This design comes from an exercise in tuning for small area and a short achievable clock period on the open sky130 flow, not from production work. In this exercise RTL edits were held to simulation tests only and were not proved equivalent to the original. No activity file was given, so power comes from the tool's default toggle rates.

==> run a <==
Design rv_core, start of the top module:
module rv_core (
  input  logic              i_clk,
  input  logic              i_rst_n,
  input  logic              i_instr_vld,
  input  rv_pkg::instr_t    i_instr,
  output logic              o_wb_vld,
  output rv_pkg::reg_addr_t o_wb_rd,
  output rv_pkg::word_t     o_wb_data,
  output logic              o_illegal,
  output rv_pkg::word_t     o_retired
);
  logic              rs1_en;
  rv_pkg::reg_addr_t rs1_addr;
  logic              rs2_en;
  rv_pkg::reg_addr_t rs2_addr;
  rv_pkg::word_t     rs1_data;
  rv_pkg::word_t     rs2_data;
  logic              dec_wen;
  rv_pkg::reg_addr_t dec_rd;
  logic              ex_wen;
  rv_pkg::reg_addr_t ex_rd;
  rv_pkg::alu_ctl_t  ex_ctl;
  logic              ex_fa;
  logic              ex_fb;
  rv_pkg::word_t     ex_a;
  rv_pkg::word_t     ex_b;
  logic              res_wen;
  rv_pkg::reg_addr_t res_rd;
  rv_pkg::word_t     res_data;
  logic              wr_en;
  rv_pkg::reg_addr_t wr_addr;
  rv_pkg::word_t     wr_data;
  rv_decode rv_decode_inst (
    .i_clk       (i_clk),
    .i_rst_n     (i_rst_n),
    .i_instr_vld (i_instr_vld),
    .i_instr     (i_instr),
    .o_rs1_en    (rs1_en),
    .o_rs1_addr  (rs1_addr),
    .o_rs2_en    (rs2_en),
    .o_rs2_addr  (rs2_addr),
    .i_rs1_data  (rs1_data),
    .i_rs2_data  (rs2_data),
    .o_dec_wen   (dec_wen),
    .o_dec_rd    (dec_rd),
    .o_ex_wen    (ex_wen),
    .o_ex_rd     (ex_rd),
  ...
clock: 8.0 ns
lec_check: 0
cap_margin: 20
core_margin: 2
core_utilization: 50
cts_cluster_diameter: 100
cts_cluster_size: 24
setup_slack_margin: 4.8
slew_margin: 20
standard.sh (not shown) runs the stock make flow with config.mk's settings and CLKGATE_MAP_FILE= SYNTH_SCRIPT=/design/flow/synth_recipe.tcl, a recipe that flattens the netlist after the stock synthesis.
==> flow/flow/run.sh <==
#!/bin/bash
# The standard layout, with the port buffers made of buf_4 cells instead of
# the default delay buffer (every input and output port is still buffered).
set -euo pipefail
bash standard.sh "BUFFER_PORTS_ARGS=-buffer_cell sky130_fd_sc_hd__buf_4" finish > orfs_make.log 2>&1
==> run b (differences from run a) <==
--- a/flow/design.v
+++ b/flow/design.v
@@ -11,16 +11,16 @@
   localparam opcode_t OPC_OP_IMM = 7'b0010011;
   localparam opcode_t OPC_LUI    = 7'b0110111;
   localparam funct7_t F7_BASE = 7'b0000000;
   localparam funct7_t F7_ALT  = 7'b0100000;
   typedef struct packed {
     logic sub;      
     logic r_add;    
-    logic r_lts;    
-    logic r_ltu;    
+    logic r_lt;     
+    logic lt_u;     
     logic r_xor;
     logic r_or;
     logic r_and;
     logic r_sll;    
     logic r_sr;     
     logic arith;    
   } alu_ctl_t;
@@ -30,43 +30,41 @@
   input  logic              i_clk,
   input  logic              i_rst_n,
   input  logic              i_wr_en,
   input  rv_pkg::reg_addr_t i_wr_addr,
   input  rv_pkg::word_t     i_wr_data,
   input  logic              i_pend_en,
   input  rv_pkg::reg_addr_t i_pend_addr,
-  input  logic              i_dec_en,
-  input  rv_pkg::reg_addr_t i_dec_addr,
   input  logic              i_rs1_en,
   input  rv_pkg::reg_addr_t i_rs1_addr,
   input  logic              i_rs2_en,
   input  rv_pkg::reg_addr_t i_rs2_addr,
   output rv_pkg::word_t     o_rs1_data,
   output rv_pkg::word_t     o_rs2_data
 );
   rv_pkg::word_t regs [1:rv_pkg::NREGS-1];
   logic [rv_pkg::NREGS-1:1] valid;
   logic [rv_pkg::NREGS-1:1] wsel;
   logic [rv_pkg::NREGS-1:1] pend;
-  logic [rv_pkg::NREGS-1:1] dpnd;
+  logic [rv_pkg::NREGS-1:1] cur;
   logic [rv_pkg::NREGS-1:1] sel1;
   logic [rv_pkg::NREGS-1:1] sel2;
   logic                     fwd1;
   logic                     fwd2;
   for (genvar i = 1; i < rv_pkg::NREGS; i++) begin : g_reg
     assign wsel[i] = i_wr_en && (i_wr_addr == i);
     assign pend[i] = i_pend_en && (i_pend_addr == i);
-    assign dpnd[i] = i_dec_en && (i_dec_addr == i);
-    assign sel1[i] = i_rs1_en && valid[i] && (i_rs1_addr == i);
-    assign sel2[i] = i_rs2_en && valid[i] && (i_rs2_addr == i);
+    assign cur[i]  = valid[i] && !pend[i];
+    assign sel1[i] = i_rs1_en && cur[i] && (i_rs1_addr == i);
+    assign sel2[i] = i_rs2_en && cur[i] && (i_rs2_addr == i);
     always_ff @(posedge i_clk or negedge i_rst_n) begin
       if (!i_rst_n) begin
         valid[i] <= 1'b0;
       end else begin
-        valid[i] <= (valid[i] || wsel[i]) && !pend[i] && !dpnd[i];
+        valid[i] <= (valid[i] || wsel[i]) && !pend[i];
       end
     end
     always_ff @(posedge i_clk) begin
       if (wsel[i]) begin
         regs[i] <= i_wr_data;
       end
     end
@@ -92,16 +90,14 @@
   input  rv_pkg::instr_t    i_instr,
   output logic              o_rs1_en,
   output rv_pkg::reg_addr_t o_rs1_addr,
   output logic              o_rs2_en,
   output rv_pkg::reg_addr_t o_rs2_addr,
   input  rv_pkg::word_t     i_rs1_data,
   input  rv_pkg::word_t     i_rs2_data,
-  output logic              o_dec_wen,
-  output rv_pkg::reg_addr_t o_dec_rd,
   output logic              o_ex_wen,
   output rv_pkg::reg_addr_t o_ex_rd,
   output rv_pkg::alu_ctl_t  o_ex_ctl,
   output logic              o_ex_fa,
   output logic              o_ex_fb,
   output rv_pkg::word_t     o_ex_a,
   output rv_pkg::word_t     o_ex_b,
@@ -147,16 +143,16 @@
   end
   assign alt = f7_alt && (is_op || funct3 == 3'b101);
   always_comb begin
     ctl       = '0;
     ctl.sub   = !is_lui && ((funct3 == 3'b000 && alt && is_op) ||
                             funct3 == 3'b010 || funct3 == 3'b011);
     ctl.r_add = is_lui || funct3 == 3'b000;
-    ctl.r_lts = !is_lui && funct3 == 3'b010;
-    ctl.r_ltu = !is_lui && funct3 == 3'b011;
+    ctl.r_lt  = !is_lui && (funct3 == 3'b010 || funct3 == 3'b011);
+    ctl.lt_u  = funct3[0];
     ctl.r_xor = !is_lui && funct3 == 3'b100;
     ctl.r_or  = !is_lui && funct3 == 3'b110;
     ctl.r_and = !is_lui && funct3 == 3'b111;
     ctl.r_sll = !is_lui && funct3 == 3'b001;
     ctl.r_sr  = !is_lui && funct3 == 3'b101;
     ctl.arith = alt;
   end
@@ -165,22 +161,20 @@
   assign use_rs2 = i_instr[5] && !i_instr[2];
   assign o_rs1_en   = use_rs1;
   assign o_rs1_addr = rs1;
   assign o_rs2_en   = use_rs2;
   assign o_rs2_addr = rs2;
   assign a1 = use_rs1 && o_ex_wen && (o_ex_rd == rs1);
   assign b1 = use_rs2 && o_ex_wen && (o_ex_rd == rs2);
-  assign o_dec_wen = i_instr_vld && legal && (rd != '0);
-  assign o_dec_rd  = rd;
   always_ff @(posedge i_clk or negedge i_rst_n) begin
     if (!i_rst_n) begin
       o_ex_wen  <= 1'b0;
       o_illegal <= 1'b0;
     end else begin
-      o_ex_wen  <= o_dec_wen;
+      o_ex_wen  <= i_instr_vld && legal && (rd != '0);
       o_illegal <= i_instr_vld && !legal;
     end
   end
   always_ff @(posedge i_clk) begin
     o_ex_rd  <= rd;
     o_ex_ctl <= ctl;
     o_ex_fa  <= a1;
@@ -223,27 +217,26 @@
   assign b = ({rv_pkg::XLEN{i_ex_fb}} & o_res_data) | i_ex_b;
   assign b_x = b ^ {rv_pkg::XLEN{i_ex_ctl.sub}};
   logic [33:0] sum_w;
   assign sum_w = {1'b0, a, 1'b1} + {1'b0, b_x, i_ex_ctl.sub};
   assign sum_c = sum_w[33:1];
   assign sum   = sum_c[31:0];
   assign cout  = sum_c[32];
-  assign lt = (i_ex_ctl.r_ltu && !cout) ||
-              (i_ex_ctl.r_lts && ((a[31] ^ b[31]) ? a[31] : sum[31]));
+  assign lt = i_ex_ctl.lt_u ? !cout : ((a[31] ^ b[31]) ? a[31] : sum[31]);
   assign fill  = i_ex_ctl.arith && a[31];
   assign sh_in = i_ex_ctl.r_sll ? rev(a) : a;
   always_comb begin
     sh = sh_in;
     for (int k = 0; k < rv_pkg::SHAMT_W; k++) begin
       if (b[k]) sh = (sh >> (1 << k)) | ({rv_pkg::XLEN{fill}} & ~({rv_pkg::XLEN{1'b1}} >> (1 << k)));
     end
   end
   assign sh_rev = rev(sh);
   assign alu = ({rv_pkg::XLEN{i_ex_ctl.r_add}} & sum) |
-               {31'b0, lt} |
+               ({rv_pkg::XLEN{i_ex_ctl.r_lt}}  & {31'b0, lt}) |
                ({rv_pkg::XLEN{i_ex_ctl.r_xor}} & (a ^ b)) |
                ({rv_pkg::XLEN{i_ex_ctl.r_or}}  & (a | b)) |
                ({rv_pkg::XLEN{i_ex_ctl.r_and}} & (a & b)) |
                ({rv_pkg::XLEN{i_ex_ctl.r_sll}} & sh_rev) |
                ({rv_pkg::XLEN{i_ex_ctl.r_sr}}  & sh);
   always_ff @(posedge i_clk or negedge i_rst_n) begin
     if (!i_rst_n) begin
@@ -300,16 +293,14 @@
 );
   logic              rs1_en;
   rv_pkg::reg_addr_t rs1_addr;
   logic              rs2_en;
   rv_pkg::reg_addr_t rs2_addr;
   rv_pkg::word_t     rs1_data;
   rv_pkg::word_t     rs2_data;
-  logic              dec_wen;
-  rv_pkg::reg_addr_t dec_rd;
   logic              ex_wen;
   rv_pkg::reg_addr_t ex_rd;
   rv_pkg::alu_ctl_t  ex_ctl;
   logic              ex_fa;
   logic              ex_fb;
   rv_pkg::word_t     ex_a;
   rv_pkg::word_t     ex_b;
@@ -326,16 +317,14 @@
     .i_instr     (i_instr),
     .o_rs1_en    (rs1_en),
     .o_rs1_addr  (rs1_addr),
     .o_rs2_en    (rs2_en),
     .o_rs2_addr  (rs2_addr),
     .i_rs1_data  (rs1_data),
     .i_rs2_data  (rs2_data),
-    .o_dec_wen   (dec_wen),
-    .o_dec_rd    (dec_rd),
     .o_ex_wen    (ex_wen),
     .o_ex_rd     (ex_rd),
     .o_ex_ctl    (ex_ctl),
     .o_ex_fa     (ex_fa),
     .o_ex_fb     (ex_fb),
     .o_ex_a      (ex_a),
     .o_ex_b      (ex_b),
@@ -345,16 +334,14 @@
     .i_clk      (i_clk),
     .i_rst_n    (i_rst_n),
     .i_wr_en    (wr_en),
     .i_wr_addr  (wr_addr),
     .i_wr_data  (wr_data),
     .i_pend_en  (ex_wen),
     .i_pend_addr(ex_rd),
-    .i_dec_en   (dec_wen),
-    .i_dec_addr (dec_rd),
     .i_rs1_en   (rs1_en),
     .i_rs1_addr (rs1_addr),
     .i_rs2_en   (rs2_en),
     .i_rs2_addr (rs2_addr),
     .o_rs1_data (rs1_data),
     .o_rs2_data (rs2_data)
   );
- SETUP_SLACK_MARGIN: 4.8 -> 4.5
==> run c (differences from run a) <==
--- a/flow/design.v
+++ b/flow/design.v
@@ -30,43 +30,41 @@
   input  logic              i_clk,
   input  logic              i_rst_n,
   input  logic              i_wr_en,
   input  rv_pkg::reg_addr_t i_wr_addr,
   input  rv_pkg::word_t     i_wr_data,
   input  logic              i_pend_en,
   input  rv_pkg::reg_addr_t i_pend_addr,
-  input  logic              i_dec_en,
-  input  rv_pkg::reg_addr_t i_dec_addr,
   input  logic              i_rs1_en,
   input  rv_pkg::reg_addr_t i_rs1_addr,
   input  logic              i_rs2_en,
   input  rv_pkg::reg_addr_t i_rs2_addr,
   output rv_pkg::word_t     o_rs1_data,
   output rv_pkg::word_t     o_rs2_data
 );
   rv_pkg::word_t regs [1:rv_pkg::NREGS-1];
   logic [rv_pkg::NREGS-1:1] valid;
   logic [rv_pkg::NREGS-1:1] wsel;
   logic [rv_pkg::NREGS-1:1] pend;
-  logic [rv_pkg::NREGS-1:1] dpnd;
+  logic [rv_pkg::NREGS-1:1] cur;
   logic [rv_pkg::NREGS-1:1] sel1;
   logic [rv_pkg::NREGS-1:1] sel2;
   logic                     fwd1;
   logic                     fwd2;
   for (genvar i = 1; i < rv_pkg::NREGS; i++) begin : g_reg
     assign wsel[i] = i_wr_en && (i_wr_addr == i);
     assign pend[i] = i_pend_en && (i_pend_addr == i);
-    assign dpnd[i] = i_dec_en && (i_dec_addr == i);
-    assign sel1[i] = i_rs1_en && valid[i] && (i_rs1_addr == i);
-    assign sel2[i] = i_rs2_en && valid[i] && (i_rs2_addr == i);
+    assign cur[i]  = valid[i] && !pend[i];
+    assign sel1[i] = i_rs1_en && cur[i] && (i_rs1_addr == i);
+    assign sel2[i] = i_rs2_en && cur[i] && (i_rs2_addr == i);
     always_ff @(posedge i_clk or negedge i_rst_n) begin
       if (!i_rst_n) begin
         valid[i] <= 1'b0;
       end else begin
-        valid[i] <= (valid[i] || wsel[i]) && !pend[i] && !dpnd[i];
+        valid[i] <= (valid[i] || wsel[i]) && !pend[i];
       end
     end
     always_ff @(posedge i_clk) begin
       if (wsel[i]) begin
         regs[i] <= i_wr_data;
       end
     end
@@ -92,16 +90,14 @@
   input  rv_pkg::instr_t    i_instr,
   output logic              o_rs1_en,
   output rv_pkg::reg_addr_t o_rs1_addr,
   output logic              o_rs2_en,
   output rv_pkg::reg_addr_t o_rs2_addr,
   input  rv_pkg::word_t     i_rs1_data,
   input  rv_pkg::word_t     i_rs2_data,
-  output logic              o_dec_wen,
-  output rv_pkg::reg_addr_t o_dec_rd,
   output logic              o_ex_wen,
   output rv_pkg::reg_addr_t o_ex_rd,
   output rv_pkg::alu_ctl_t  o_ex_ctl,
   output logic              o_ex_fa,
   output logic              o_ex_fb,
   output rv_pkg::word_t     o_ex_a,
   output rv_pkg::word_t     o_ex_b,
@@ -165,22 +161,20 @@
   assign use_rs2 = i_instr[5] && !i_instr[2];
   assign o_rs1_en   = use_rs1;
   assign o_rs1_addr = rs1;
   assign o_rs2_en   = use_rs2;
   assign o_rs2_addr = rs2;
   assign a1 = use_rs1 && o_ex_wen && (o_ex_rd == rs1);
   assign b1 = use_rs2 && o_ex_wen && (o_ex_rd == rs2);
-  assign o_dec_wen = i_instr_vld && legal && (rd != '0);
-  assign o_dec_rd  = rd;
   always_ff @(posedge i_clk or negedge i_rst_n) begin
     if (!i_rst_n) begin
       o_ex_wen  <= 1'b0;
       o_illegal <= 1'b0;
     end else begin
-      o_ex_wen  <= o_dec_wen;
+      o_ex_wen  <= i_instr_vld && legal && (rd != '0);
       o_illegal <= i_instr_vld && !legal;
     end
   end
   always_ff @(posedge i_clk) begin
     o_ex_rd  <= rd;
     o_ex_ctl <= ctl;
     o_ex_fa  <= a1;
@@ -300,16 +294,14 @@
 );
   logic              rs1_en;
   rv_pkg::reg_addr_t rs1_addr;
   logic              rs2_en;
   rv_pkg::reg_addr_t rs2_addr;
   rv_pkg::word_t     rs1_data;
   rv_pkg::word_t     rs2_data;
-  logic              dec_wen;
-  rv_pkg::reg_addr_t dec_rd;
   logic              ex_wen;
   rv_pkg::reg_addr_t ex_rd;
   rv_pkg::alu_ctl_t  ex_ctl;
   logic              ex_fa;
   logic              ex_fb;
   rv_pkg::word_t     ex_a;
   rv_pkg::word_t     ex_b;
@@ -326,16 +318,14 @@
     .i_instr     (i_instr),
     .o_rs1_en    (rs1_en),
     .o_rs1_addr  (rs1_addr),
     .o_rs2_en    (rs2_en),
     .o_rs2_addr  (rs2_addr),
     .i_rs1_data  (rs1_data),
     .i_rs2_data  (rs2_data),
-    .o_dec_wen   (dec_wen),
-    .o_dec_rd    (dec_rd),
     .o_ex_wen    (ex_wen),
     .o_ex_rd     (ex_rd),
     .o_ex_ctl    (ex_ctl),
     .o_ex_fa     (ex_fa),
     .o_ex_fb     (ex_fb),
     .o_ex_a      (ex_a),
     .o_ex_b      (ex_b),
@@ -345,16 +335,14 @@
     .i_clk      (i_clk),
     .i_rst_n    (i_rst_n),
     .i_wr_en    (wr_en),
     .i_wr_addr  (wr_addr),
     .i_wr_data  (wr_data),
     .i_pend_en  (ex_wen),
     .i_pend_addr(ex_rd),
-    .i_dec_en   (dec_wen),
-    .i_dec_addr (dec_rd),
     .i_rs1_en   (rs1_en),
     .i_rs1_addr (rs1_addr),
     .i_rs2_en   (rs2_en),
     .i_rs2_addr (rs2_addr),
     .o_rs1_data (rs1_data),
     .o_rs2_data (rs2_data)
   );
==> run summary <==
Global routing
The via count of the first global-routing pass is 43800.

Yosys
The share of synthesized area in the top cell type comes to 54.4%.

Drt
The detail-routed via count per cell is 8.27. The wire length per cell is 47.8 um.

Layout
The sequential cell area in the final layout is 0.0338 mm2.

Placed design
The final HPWL from detailed placement is 144 mm.

Outcome
The run finished with no timing, DRC or antenna violations.

Power
The share of total power in combinational logic is 7.0%.
Source of the figures above: run b

==> run summary <==
Outcome
The run finished with no timing, DRC or antenna violations.

Yosys
Of all flip-flops after synthesis, the portion carrying an async set or reset was 5.61%. Summed over its instances, the top area cell type makes up 54.7% of the synthesized netlist area. The number of enable-type register cells in the synthesized netlist is 992.

Clocking
After clock tree synthesis, the clock-pin slew on the worst setup and hold paths is 110 ps.

Setup path
The cell family with the largest share of critical-path delay is simple AND/OR/NAND/NOR gates.

Die
The floorplan step defined a core boundary enclosing 0.108 mm2. The floorplan die height is 334 um.

Timing
Once routing completed, OpenROAD measured the worst setup slack at 4610 ps.

Placed design
At the end of routability-driven placement, the weighted congestion stood at 0.990. The HPWL after detailed placement is 154 mm.

Power
The total power density per cell area is 175 mW/mm2. The maximum vdd drop is 0.194 mV.

Layout
After the last flow step, the layout net total stands at 4501.

Drt
In the routed layout, each cell is associated on average with a via count of 8.28.

Global routing
The via count of the first global-routing pass is 44200.
Source of the figures above: run c

==> run summary <==
Power
Summed over all cells, the static leakage comes to 21.9 nW. The total combinational power is 2.42 mW. The share of total power dissipated in combinational logic is 18.4%.

Placed design
Detailed placement finished with a half-perimeter wire length of 152 mm.

Layout
The sequential cell area in the final layout is 0.0339 mm2. The register with the most flip-flops in the layout has 992 of them.

Outcome
The run finished with no timing, DRC or antenna violations.

Yosys
The per-instance average area after synthesis is 12.8 um2. By area, the combinational part of the netlist is dominated by compound AO/OA/AOI/OAI gates. Of the post-synthesis cell area, the dominant cell type holds 54.2%.

Clocking
In this run, post-CTS hold repair placed 0 buffers.

Global routing
The total congestion overflow after global routing is 0. met2 is the most crowded layer.

Drt
The detail-routed via count per cell is 8.46.
Source of the figures above: run a

==> what the ideal ports hide <==
How much do the figures lean on ideal ports? The routed layouts below were timed once more, with nothing changed but the port constraints. Step 1: set_driving_cell puts a clkbuf_16 on i_clk and a buf_2 on each other input, an assumption about the parent block. Step 2 also shifts input and output timing later by t, the mid clock arrival at the registers, as if the neighbouring blocks saw the same clock. a / b / c = no drivers / after step 1 / after step 2; a / b = the first two.
run | shift t [ns] | slack for setup (ns) | worst setup path at the end | worst slew at a driven data input, ns | cell pins on the clock port's net
run a | 0.812 | 4.550 / 4.550 / 3.847 | input to register | 0.08 | 1
run b | 0.816 | 4.394 / 4.267 / 3.451 | input to register | 0.28 | 1
run c | 0.780 | 4.612 / 4.528 / 3.747 | input to register | 0.32 | 1
After both steps setup and hold are still met in every run listed. The setup slack of run b, which loses most, moves by -0.127 ns with the drivers and by -0.943 ns with both steps.
